Background: an optimization exercise with open tools, aiming at small area, a short achievable clock period and few clock cycles per item. Do not read the settings as production practice. Function was checked by simulation only, so behaviour that the tests miss may differ from the original.

Design idct_top, start of the top module:
module idct_top (
	input  logic                 CLOCK_50_I,
	input  logic                 resetn,
	input  logic                 start,
	input  idct_pkg::blk_row_t   block_row,
	input  idct_pkg::blk_col_t   block_col,
	output logic                 busy,
	output logic                 done,
	input  idct_pkg::sram_data_t sram_read_data,
	output idct_pkg::sram_data_t sram_write_data,
	output idct_pkg::sram_addr_t sram_address,
	output logic                 sram_we_n
);
	localparam int L       = 3;               
	localparam int DONE_TC = 146 + L;
	localparam int WR0     = 89 + L;          
	localparam int PIX0    = 81 + L;          
	logic [7:0] tc;
	logic [7:0] ac;                           
	logic [7:0] wc;                           
	logic       accept;
	logic       run;                          
	logic       idle_i;                       
	logic       busy_n;
	logic       we_q;                         
	assign accept    = start && idle_i;
	assign run       = !idle_i && !accept;
	assign busy_n    = accept || (!idle_i && tc != 8'(DONE_TC - 1));
	assign sram_we_n = !we_q;
	always_ff @(posedge CLOCK_50_I or negedge resetn) begin
		if (!resetn) begin
			busy   <= 1'b0;
			idle_i <= 1'b1;
			done   <= 1'b0;
			tc     <= '0;
			ac     <= '0;
			wc     <= '0;
		end else begin
			busy   <= busy_n;
			idle_i <= !busy_n;
			done   <= !accept && !idle_i && tc == 8'(DONE_TC - 1);
			if (accept) begin
				tc  <= 8'd1;
				ac  <= 8'd1;
				wc  <= 8'(1 - 88 - L);
			end else if (!idle_i) begin
				tc  <= tc + 8'd1;
				ac  <= ac + 8'd1;
				wc  <= wc + 8'd1;
			end
		end
	end
	logic [4:0]  rq;
	logic [5:0]  kq;
	logic [13:0] mpos;                        
	logic        rd_a, wr_a;                  
	logic [2:0]  k_a;                         
	logic        rd_first;                    
	logic        rd_second;                   
	logic [13:0] mpos_in;                     
	logic        rd1;
	logic [2:0]  c1;
	logic [15:0] hi;
	logic        wr_load;                     
	logic [2:0]  wr_i;
	logic [1:0]  wr_w;
	assign mpos    = {1'b0, rq, 8'd0} + {3'b0, rq, kq};
	assign mpos_in = {1'b0, block_row, 8'd0} + {3'b0, block_row, block_col};
	assign rd_a = (ac < 8'd64);
	assign wr_a = (wc < 8'd64) && !wc[3];
	assign k_a  = rd_a ? ac[5:3] : wc[2:0];
	always_ff @(posedge CLOCK_50_I or negedge resetn) begin
  ...
For scale: ~67 I/O pins.
export LEC_CHECK = 0
export ABC_AREA = 1
export CAP_MARGIN = 20
export CORE_MARGIN = 2
export CORE_UTILIZATION = 70
export CTS_CLUSTER_DIAMETER = 100
export CTS_CLUSTER_SIZE = 30
export PLACE_DENSITY = 0.85
export SETUP_SLACK_MARGIN = 5
export SLEW_MARGIN = 20
create_clock -name core_clock -period 9.0 [get_ports {CLOCK_50_I}]
standard.sh (not shown) runs the stock make flow with config.mk's settings and CLKGATE_MAP_FILE= SYNTH_SCRIPT=/design/flow/synth_recipe.tcl, a recipe that flattens the netlist after the stock synthesis.
==> flow/flow/run.sh <==
#!/bin/bash
set -euo pipefail
bash standard.sh SETUP_SLACK_MARGIN=6.2 finish > flow_make.log 2>&1
Testbench counts at the start, summed over its fixed seeds: cycles 19,072, blocks 128.
Next try:
- CORE_UTILIZATION: 70 -> 65
- PLACE_DENSITY: 0.85 -> 0.8
Outcome: The changed run passed the timing, design-rule and antenna checks; design area is about the same; worst setup slack improves by 0.0036 ns; count of clock-buffer cells in the layout went down by 5; sequential share of layout area went up by 0.13 points; die area went up by 7.6%; fmax barely changes; via count went down by 6.7%; critical path depth went up by 3; routed wire length went down by 13%.
Next try:
- CORE_UTILIZATION: 65 -> 50
- PLACE_DENSITY: 0.8 -> 0.65
=> Critical path depth falls by 12; non-clock buffer count goes up by 8; register-to-register slack gains 0.06 ns.

* * *

red:
Starting RTL as in the previous note.
export LEC_CHECK = 0
export ABC_CLOCK_PERIOD_IN_PS = 3500
export CAP_MARGIN = 20
export CORE_MARGIN = 2
export CORE_UTILIZATION = 65
export CTS_CLUSTER_DIAMETER = 100
export CTS_CLUSTER_SIZE = 30
export PLACE_DENSITY = 0.8
export SETUP_SLACK_MARGIN = 5
export SLEW_MARGIN = 20
export TNS_END_PERCENT = 10
create_clock -name core_clock -period 9.0 [get_ports {CLOCK_50_I}]
==> flow/flow/run.sh <==
#!/bin/bash
set -euo pipefail
bash standard.sh SETUP_SLACK_MARGIN=6.5 finish > flow_make.log 2>&1
red: flow completed, timing, DRC and antenna clean
Testbench counts of red, summed over its fixed seeds: cycles 19,072, blocks 128.
[inputs] blue vs red
# red
export LEC_CHECK = 0
export ABC_CLOCK_PERIOD_IN_PS = 3500
export CAP_MARGIN = 20
export CORE_MARGIN = 2
export CORE_UTILIZATION = 65
export CTS_CLUSTER_DIAMETER = 100
export CTS_CLUSTER_SIZE = 30
export PLACE_DENSITY = 0.8
export SETUP_SLACK_MARGIN = 5
export SLEW_MARGIN = 20
export TNS_END_PERCENT = 10
create_clock -name core_clock -period 9.0 [get_ports {CLOCK_50_I}]
# blue
export LEC_CHECK = 0
export ABC_CLOCK_PERIOD_IN_PS = 3500
export CAP_MARGIN = 20
export CORE_MARGIN = 2
export CORE_UTILIZATION = 65
export CTS_CLUSTER_DIAMETER = 100
export CTS_CLUSTER_SIZE = 30
export PLACE_DENSITY = 0.8
export SETUP_SLACK_MARGIN = 5
export SLEW_MARGIN = 20
create_clock -name core_clock -period 9.0 [get_ports {CLOCK_50_I}]
==> flow/flow/run.sh <==
#!/bin/bash
set -euo pipefail
bash standard.sh SETUP_SLACK_MARGIN=6.2 finish > flow_make.log 2>&1
Higher final worst-path setup slack goes to blue over red. Between blue and red, it is blue whose final net count is higher, by 37.
### blue -> green
==> flow/flow/run.sh <==
#!/bin/bash
set -euo pipefail
bash standard.sh SETUP_SLACK_MARGIN=6.4 finish > flow_make.log 2>&1
Notes after the runs:
Changes observed in green relative to blue: multi-input combinational area share went up 0.16 points; global-route usage over all layers held. Utilization blue -> green: up. Compared with blue, in green via count climbed about 0.75%, wire length on met2 dropped 1.2%. green: post-route worst setup slack 0.019 ns above blue.

[port drivers added, routing unchanged]
In the flow no input, the clock included, has a driving cell. The finished layouts below were timed again as built, in two steps.
Step 1: set_driving_cell puts a clkbuf_16 on CLOCK_50_I and a buf_2 on each other input, an assumption about the parent block.
Step 2 times the ports against the registers' clock, not the clock port: input delays grow and output delays shrink by t, the midpoint of the rising clock arrivals with the driver on.
a / b / c = no drivers / after step 1 / after step 2; a / b = the first two.
| run | t (ns) | setup slack, ns | worst setup path after step 2 | clock arrival spread, ns | cell pins on the clock port's net |
|---|---|---|---|---|---|
| the first run of note 1 | 0.736 | 5.936 / 5.925 / 5.556 | input to register | 0.048 / 0.048 | 1 |
| the second run of note 1 | 0.723 | 5.940 / 5.937 / 5.569 | input to register | 0.032 / 0.032 | 1 |
| the third run of note 1 | 0.736 | 5.879 / 5.810 / 5.560 | input to register | 0.033 / 0.033 | 1 |
| red | 0.730 | 5.928 / 5.884 / 5.316 | input to register | 0.035 / 0.035 | 1 |
| blue | 0.720 | 5.994 / 5.945 / 5.409 | input to register | 0.027 / 0.027 | 1 |
| green | 0.717 | 6.012 / 5.951 / 5.310 | input to register | 0.035 / 0.034 | 1 |
After both steps every run listed still meets setup and hold. For green, which loses most, drivers alone change the setup slack by -0.061 ns; drivers and shift together by -0.702 ns.
